What follows belongs to an exercise in optimizing a design on an open flow for small area, a short achievable clock period and few clock cycles per item; a production flow would make more cautious choices. RTL that was checked went through simulation tests only; none was proved equivalent to the original.

==> 04-28 <==
// subbytes_stream
module subbytes_stream
#(
   parameter int LANES      = 16,
   parameter int CNT_W      = 32
) (
   input  logic                    clk,
   input  logic                    rst,
   input  logic                    in_valid,
   output logic                    in_ready,
   input  logic [aes_pkg::BYTE_W*LANES-1:0] in_data,
   input  logic                    in_inv,
   input  logic                    in_last,
   output logic                    out_valid,
   input  logic                    out_ready,
   output logic [aes_pkg::BYTE_W*LANES-1:0] out_data,
   output logic                    out_last,
   output logic [CNT_W-1:0]        beat_count
);
   localparam int W1 = 12;
   localparam int W2 = 8;
   logic [W1*LANES-1:0] s1_d, s1_q;
   logic [W2*LANES-1:0] s2_d, s2_q;
   logic [2:1] inv_q, last_q, valid_q;
   logic load, in_fire;
   logic [CNT_W-1:0] cnt_q, cnt_d;
   genvar gi;
   for (gi = 0; gi < LANES; gi++) begin : g_lane
      sbox_st0 u_st0 (.si(in_data[aes_pkg::BYTE_W*gi +: aes_pkg::BYTE_W]), .inv(in_inv), .so(s1_d[W1*gi +: W1]));
      sbox_st1 u_st1 (.si(s1_q[W1*gi +: W1]), .inv(inv_q[1]), .so(s2_d[W2*gi +: W2]));
      sbox_st2 u_st2 (.si(s2_q[W2*gi +: W2]), .inv(inv_q[2]), .so(out_data[aes_pkg::BYTE_W*gi +: aes_pkg::BYTE_W]));
   end
   assign load      = ~valid_q[2] | out_ready;
   assign in_ready  = load;
   assign in_fire   = in_valid & load;
   assign out_valid = valid_q[2];
   assign out_last  = last_q[2];
   beat_count_next #(.W(CNT_W)) u_cnt (.q(cnt_q), .inc(in_fire), .d(cnt_d));
   assign beat_count = cnt_q;
   always_ff @(posedge clk or posedge rst) begin
      if (rst) begin
         valid_q <= '0;
         cnt_q   <= '0;
      end else begin
         if (load) valid_q <= {valid_q[2-1:1], in_valid};
         cnt_q <= cnt_d;
      end
   end
   always_ff @(posedge clk) begin
      if (load) begin
         s1_q <= s1_d;
         inv_q[1] <= in_inv;
         last_q[1] <= in_last;
  ...
==> flow/config.mk <==
export PLATFORM = sky130hd
export DESIGN_NAME = subbytes_stream
export DESIGN_NICKNAME = subbytes_stream
export VERILOG_FILES = /design/flow/design.v
export SDC_FILE = /design/flow/constraint.sdc
export NUM_CORES = 8
export LEC_CHECK = 0
export CAP_MARGIN = 20
export CORE_MARGIN = 2
export CORE_UTILIZATION = 55
export CTS_BUF_LIST = sky130_fd_sc_hd__clkbuf_4 sky130_fd_sc_hd__clkbuf_8
export CTS_CLUSTER_DIAMETER = 80
export CTS_CLUSTER_SIZE = 20
export PLACE_DENSITY = 0.7
export SETUP_SLACK_MARGIN = 2.3
export SLEW_MARGIN = 20
export SYNTH_HIERARCHICAL = 1
export SYNTH_MINIMUM_KEEP_SIZE = 0
==> flow/constraint.sdc <==
create_clock -name core_clock -period 5.5 [get_ports {clk}]
set_input_delay 1.1000 -clock core_clock [delete_from_list [all_inputs] [get_ports {clk}]]
set_output_delay 1.1000 -clock core_clock [all_outputs]
set_load 0.01 [all_outputs]
standard.sh (not shown) runs the stock make flow with config.mk's settings and CLKGATE_MAP_FILE= SYNTH_SCRIPT=/design/flow/synth_recipe.tcl, a recipe that flattens the netlist after the stock synthesis.
==> flow/flow/run.sh <==
#!/bin/bash
# The standard layout (standard.sh), except that the port buffers that
# buffer_ports inserts are sky130_fd_sc_hd__buf_2 cells instead of its default pick.
set -euo pipefail
export BUFFER_PORTS_ARGS="-buffer_cell sky130_fd_sc_hd__buf_2"
bash standard.sh > standard_make.log 2>&1
==> inputs of 11-11, as changes to 04-28 <==
Settings changed: ABC_CLOCK_PERIOD_IN_PS from default to 100000, CORE_UTILIZATION 55 to 45, CTS_CLUSTER_DIAMETER 80 to default, CTS_CLUSTER_SIZE 20 to default, PLACE_DENSITY 0.7 to 0.6.
==> inputs of 01-25, as changes to 04-28 <==
Settings changed: CORE_UTILIZATION 55 to 45, CTS_CLUSTER_DIAMETER 80 to default, CTS_CLUSTER_SIZE 20 to default, PLACE_DENSITY 0.7 to 0.6, TNS_END_PERCENT from default to 50.
==> inputs of 01-10, as changes to 04-28 <==
--- a/flow/design.v
+++ b/flow/design.v
@@ -1,20 +1,21 @@
 package aes_pkg;
    localparam int BYTE_W = 8;
    typedef logic [BYTE_W-1:0] lane_t;
 endpackage
-module sb_c_a21oi (input logic a1, a2, b1, output logic y); assign y = ~((a1 & a2) | b1); endmodule
-module sb_c_a311o (input logic a1, a2, a3, b1, c1, output logic y); assign y = (a1 & a2 & a3) | b1 | c1; endmodule
-module sb_c_and3 (input logic a, b, c, output logic y); assign y = a & b & c; endmodule
-module sb_c_inv (input logic a, output logic y); assign y = ~a; endmodule
-module sb_c_nor2 (input logic a, b, output logic y); assign y = ~(a | b); endmodule
-module sb_c_o21ai (input logic a1, a2, b1, output logic y); assign y = ~((a1 | a2) & b1); endmodule
-module sb_c_o2bb2ai (input logic a1_n, a2_n, b1, b2, output logic y); assign y = ~((~a1_n | ~a2_n) & (b1 | b2)); endmodule
-module sb_c_o32a (input logic a1, a2, a3, b1, b2, output logic y); assign y = (a1 | a2 | a3) & (b1 | b2); endmodule
-module sb_c_xnor2 (input logic a, b, output logic y); assign y = ~(a ^ b); endmodule
+module sb_gf16inv_0 (input logic [3:0] d, output logic [3:0] y);
+   localparam logic [15:0] T0 = 16'h54cd;
+   localparam logic [15:0] T1 = 16'h8d9c;
+   localparam logic [15:0] T2 = 16'h3f09;
+   localparam logic [15:0] T3 = 16'hf506;
+   assign y[0] = T0[d];
+   assign y[1] = T1[d];
+   assign y[2] = T2[d];
+   assign y[3] = T3[d];
+endmodule
 module sb_xor2 (input logic a, b, output logic y); assign y = a ^ b; endmodule
 module sb_xnor2 (input logic a, b, output logic y); assign y = ~(a ^ b); endmodule
 module sb_nand2 (input logic a, b, output logic y); assign y = ~(a & b); endmodule
 module sb_nor2 (input logic a, b, output logic y); assign y = ~(a | b); endmodule
 module sb_nand2b (input logic an, b, output logic y); assign y = ~(~an & b); endmodule
 module sb_nor2b (input logic a, bn, output logic y); assign y = ~(a | ~bn); endmodule
 module sb_mux2i (input logic s, a0, a1, output logic y); assign y = ~(s ? a1 : a0); endmodule
@@ -140,17 +141,17 @@
    sb_nand2 g57 (.a(so[7]), .b(T27), .y(M12));
    sb_xnor2 g58 (.a(M12), .b(M11), .y(M13));
    sb_nand2 g59 (.a(T2), .b(so[3]), .y(M14));
    sb_xnor2 g60 (.a(M14), .b(M11), .y(M15));
    sb_xor2 g61 (.a(M3), .b(M2), .y(M16));
    sb_xnor2 g62 (.a(M5), .b(T24), .y(M17));
    sb_xnor2 g63 (.a(M8), .b(M7), .y(M18));
-   sb_xor2 g64 (.a(M16), .b(M13), .y(so[8]));
+   sb_xnor2 g64 (.a(M16), .b(M13), .y(so[8]));
    sb_xnor2 g65 (.a(M17), .b(M15), .y(so[9]));
-   sb_xnor2 g66 (.a(M18), .b(M13), .y(so[10]));
+   sb_xor2 g66 (.a(M18), .b(M13), .y(so[10]));
    sb_xnor2 g67 (.a(M6), .b(M11), .y(n23));
    sb_xor2 g68 (.a(n23), .b(M9), .y(n24));
    sb_xor2 g69 (.a(M14), .b(T25), .y(n25));
    sb_xnor2 g70 (.a(n24), .b(n25), .y(so[11]));
 endmodule
 module sbox_st1 (input logic [11:0] si, input logic inv, output logic [7:0] so);
    logic n10078;
@@ -164,25 +165,14 @@
    logic n10086;
    logic n10087;
    logic n10088;
    logic M37;
    logic M38;
    logic M39;
    logic M40;
-   logic g11_w8;
-   logic g11_w9;
-   logic g11_w10;
-   logic g11_w11;
-   logic g11_w12;
-   logic g11_w13;
-   logic g11_w14;
-   logic g11_w15;
-   logic g11_w16;
-   logic g11_w17;
-   logic g11_w18;
    logic M41;
    logic M42;
    logic M43;
    logic M44;
    logic M45;
    logic M46;
    logic M47;
@@ -237,29 +227,15 @@
    sb_xnor2 g4 (.a(si[1]), .b(n10078), .y(n10082));
    sb_xor2 g5 (.a(si[1]), .b(si[2]), .y(n10083));
    sb_xor2 g6 (.a(si[0]), .b(si[1]), .y(n10084));
    sb_xor2 g7 (.a(si[2]), .b(si[3]), .y(n10085));
    sb_xor2 g8 (.a(si[4]), .b(si[7]), .y(n10086));
    sb_xor2 g9 (.a(n10079), .b(n10080), .y(n10087));
    sb_xor2 g10 (.a(si[5]), .b(si[6]), .y(n10088));
-   sb_c_inv g11_0 (.a(si[9]), .y(g11_w8));
-   sb_c_inv g11_1 (.a(si[11]), .y(g11_w9));
-   sb_c_o21ai g11_2 (.a1(g11_w8), .a2(si[8]), .b1(g11_w9), .y(g11_w10));
-   sb_c_a21oi g11_3 (.a1(si[8]), .a2(si[10]), .b1(si[11]), .y(g11_w11));
-   sb_c_o2bb2ai g11_4 (.a1_n(si[10]), .a2_n(g11_w10), .b1(g11_w11), .b2(si[9]), .y(M39));
-   sb_c_inv g11_5 (.a(si[10]), .y(g11_w12));
-   sb_c_nor2 g11_6 (.a(si[9]), .b(si[11]), .y(g11_w13));
-   sb_c_and3 g11_7 (.a(si[8]), .b(si[10]), .c(si[11]), .y(g11_w14));
-   sb_c_a21oi g11_8 (.a1(si[8]), .a2(g11_w12), .b1(g11_w8), .y(g11_w15));
-   sb_c_a311o g11_9 (.a1(si[8]), .a2(g11_w12), .a3(g11_w13), .b1(g11_w14), .c1(g11_w15), .y(M38));
-   sb_c_xnor2 g11_10 (.a(si[10]), .b(si[11]), .y(g11_w16));
-   sb_c_a21oi g11_11 (.a1(si[9]), .a2(g11_w9), .b1(si[8]), .y(g11_w17));
-   sb_c_a21oi g11_12 (.a1(g11_w8), .a2(g11_w16), .b1(g11_w17), .y(M37));
-   sb_c_a21oi g11_13 (.a1(g11_w8), .a2(si[8]), .b1(g11_w12), .y(g11_w18));
-   sb_c_o32a g11_14 (.a1(si[8]), .a2(g11_w12), .a3(g11_w13), .b1(g11_w18), .b2(si[11]), .y(M40));
+   sb_gf16inv_0 g11 (.d({si[11], si[10], si[9], si[8]}), .y({M40, M39, M38, M37}));
    sb_xor2 g12 (.a(M38), .b(M40), .y(M41));
    sb_xor2 g13 (.a(M37), .b(M39), .y(M42));
    sb_xor2 g14 (.a(M37), .b(M38), .y(M43));
    sb_xor2 g15 (.a(M39), .b(M40), .y(M44));
    sb_xor2 g16 (.a(M42), .b(M41), .y(M45));
    sb_nand2 g17 (.a(M44), .b(n10081), .y(M46));
    sb_nand2 g18 (.a(M40), .b(n10082), .y(M47));
@@ -276,49 +252,49 @@
    sb_nand2 g29 (.a(M43), .b(n10086), .y(M58));
    sb_nand2 g30 (.a(M38), .b(n10087), .y(M59));
    sb_nand2 g31 (.a(M37), .b(n10088), .y(M60));
    sb_nand2 g32 (.a(M42), .b(si[6]), .y(M61));
    sb_nand2 g33 (.a(M45), .b(si[7]), .y(M62));
    sb_nand2 g34 (.a(M41), .b(n10080), .y(M63));
    sb_xnor2 g35 (.a(M61), .b(M62), .y(n26));
-   sb_xnor2 g36 (.a(M55), .b(n26), .y(n27));
+   sb_xor2 g36 (.a(M55), .b(n26), .y(n27));
    sb_xnor2 g37 (.a(M50), .b(M56), .y(n28));
    sb_xor2 g38 (.a(M51), .b(M59), .y(n29));
    sb_xor2 g39 (.a(M49), .b(n28), .y(n30));
-   sb_xnor2 g40 (.a(M54), .b(M58), .y(n31));
+   sb_xor2 g40 (.a(M54), .b(M58), .y(n31));
    sb_xor2 g41 (.a(M46), .b(M48), .y(n32));
    sb_xnor2 g42 (.a(M53), .b(n31), .y(n33));
    sb_xnor2 g43 (.a(n26), .b(n29), .y(n34));
    sb_xor2 g44 (.a(M60), .b(n32), .y(n35));
-   sb_xor2 g45 (.a(M46), .b(M47), .y(n36));
-   sb_xor2 g46 (.a(M52), .b(M53), .y(n37));
+   sb_xnor2 g45 (.a(M46), .b(M47), .y(n36));
+   sb_xnor2 g46 (.a(M52), .b(M53), .y(n37));
    sb_xor2 g47 (.a(M51), .b(n28), .y(n38));
    sb_xor2 g48 (.a(M50), .b(n33), .y(n39));
-   sb_xnor2 g49 (.a(M52), .b(n35), .y(n40));
-   sb_xnor2 g50 (.a(M61), .b(M63), .y(n41));
-   sb_xnor2 g51 (.a(M49), .b(M58), .y(n42));
+   sb_xor2 g49 (.a(M52), .b(n35), .y(n40));
+   sb_xor2 g50 (.a(M61), .b(M63), .y(n41));
+   sb_xor2 g51 (.a(M49), .b(M58), .y(n42));
    sb_xnor2 g52 (.a(n26), .b(n35), .y(n43));
-   sb_xor2 g53 (.a(n32), .b(n42), .y(n44));
+   sb_xnor2 g53 (.a(n32), .b(n42), .y(n44));
    sb_xor2 g54 (.a(M56), .b(n36), .y(n45));
-   sb_xnor2 g55 (.a(n30), .b(n37), .y(n46));
-   sb_xor2 g56 (.a(M48), .b(n38), .y(n47));
-   sb_xnor2 g57 (.a(M47), .b(n47), .y(n48));
-   sb_xor2 g58 (.a(n34), .b(n39), .y(so[1]));
-   sb_xnor2 g59 (.a(n27), .b(n46), .y(so[7]));
-   sb_xnor2 g60 (.a(M57), .b(n30), .y(n51));
+   sb_xor2 g55 (.a(n30), .b(n37), .y(n46));
+   sb_xnor2 g56 (.a(M48), .b(n38), .y(n47));
+   sb_xor2 g57 (.a(M47), .b(n47), .y(n48));
+   sb_xnor2 g58 (.a(n34), .b(n39), .y(so[1]));
+   sb_xor2 g59 (.a(n27), .b(n46), .y(so[7]));
+   sb_xor2 g60 (.a(M57), .b(n30), .y(n51));
    sb_xnor2 g61 (.a(n34), .b(n44), .y(so[0]));
-   sb_xor2 g62 (.a(n33), .b(n51), .y(n53));
+   sb_xnor2 g62 (.a(n33), .b(n51), .y(n53));
    sb_xor2 g63 (.a(n37), .b(n45), .y(n54));
-   sb_xor2 g64 (.a(n30), .b(n36), .y(n55));
-   sb_xor2 g65 (.a(n27), .b(n54), .y(so[6]));
-   sb_xnor2 g66 (.a(n43), .b(n53), .y(so[2]));
+   sb_xnor2 g64 (.a(n30), .b(n36), .y(n55));
+   sb_xnor2 g65 (.a(n27), .b(n54), .y(so[6]));
+   sb_xor2 g66 (.a(n43), .b(n53), .y(so[2]));
    sb_xnor2 g67 (.a(n31), .b(n41), .y(n58));
-   sb_xor2 g68 (.a(n40), .b(n58), .y(so[5]));
-   sb_xnor2 g69 (.a(n27), .b(n48), .y(so[3]));
-   sb_xor2 g70 (.a(n27), .b(n55), .y(so[4]));
+   sb_xnor2 g68 (.a(n40), .b(n58), .y(so[5]));
+   sb_xor2 g69 (.a(n27), .b(n48), .y(so[3]));
+   sb_xnor2 g70 (.a(n27), .b(n55), .y(so[4]));
 endmodule
 module sbox_st2 (input logic [7:0] si, input logic inv, output logic [7:0] so);
    logic n62;
    logic n63;
    logic n64;
    logic n65;
    logic n66;
Settings changed: CORE_UTILIZATION 55 to 45, CTS_CLUSTER_DIAMETER 80 to default, CTS_CLUSTER_SIZE 20 to default, PLACE_DENSITY 0.7 to 0.6.
==> notes <==
Clock skew: 01-10 is lower than 04-28 (0.0065 ns).
Sequential share of layout area: 04-28 > 01-25 > 11-11 > 01-10.
The lowest cell count belongs to 04-28, the highest to 01-10.
Against 01-10, the global-route usage of 01-25 is higher by 0.18 points.
In sequential cell count, 11-11 and 04-28 do not differ.
The highest core utilization belongs to 04-28, the lowest to 01-25.
Testbench counts of 04-28, summed over its fixed seeds: cycles 4,112, items 4,096.
Testbench counts of 11-11, summed over its fixed seeds: cycles 4,112, items 4,096.
Testbench counts of 01-25, summed over its fixed seeds: cycles 4,112, items 4,096.
The RTL of 01-10 was laid out without a check of its function.

[port drivers added, routing unchanged]
No port has a modelled driver above. Below, the same layouts with a new extraction and two added sets of constraints.
Step 1 sets driving cells, clkbuf_16 on the clock port and buf_2 on the other inputs (assumed; they add their load-dependent delay and slew).
Step 2, shift: input delay + t, output delay - t, t = (earliest + latest rising clock arrival at the registers) / 2. This alone moves slack from input paths to output paths.
Slacks: no drivers / after step 1 / after step 2; pairs: no drivers / after step 1.
run | t (ns) | setup WS [ns] | worst hold slack (ns) | worst data-port slew with drivers (ns) | cell pins on the clock port's net
04-28 | 0.681 | 2.367 / 2.309 / 1.633 | 0.434 / 0.434 / 0.434 | 0.14 | 1
11-11 | 0.686 | 2.426 / 2.214 / 1.528 | 0.425 / 0.425 / 0.425 | 0.33 | 1
01-25 | 0.664 | 2.310 / 2.195 / 1.531 | 0.410 / 0.410 / 0.410 | 0.16 | 1
01-10 | 0.692 | 2.346 / 2.219 / 1.527 | 0.417 / 0.417 / 0.417 | 0.19 | 1
After both steps every run listed still meets setup and hold. The setup slack of 11-11, which loses most, moves by -0.212 ns with the drivers and by -0.898 ns with both steps.
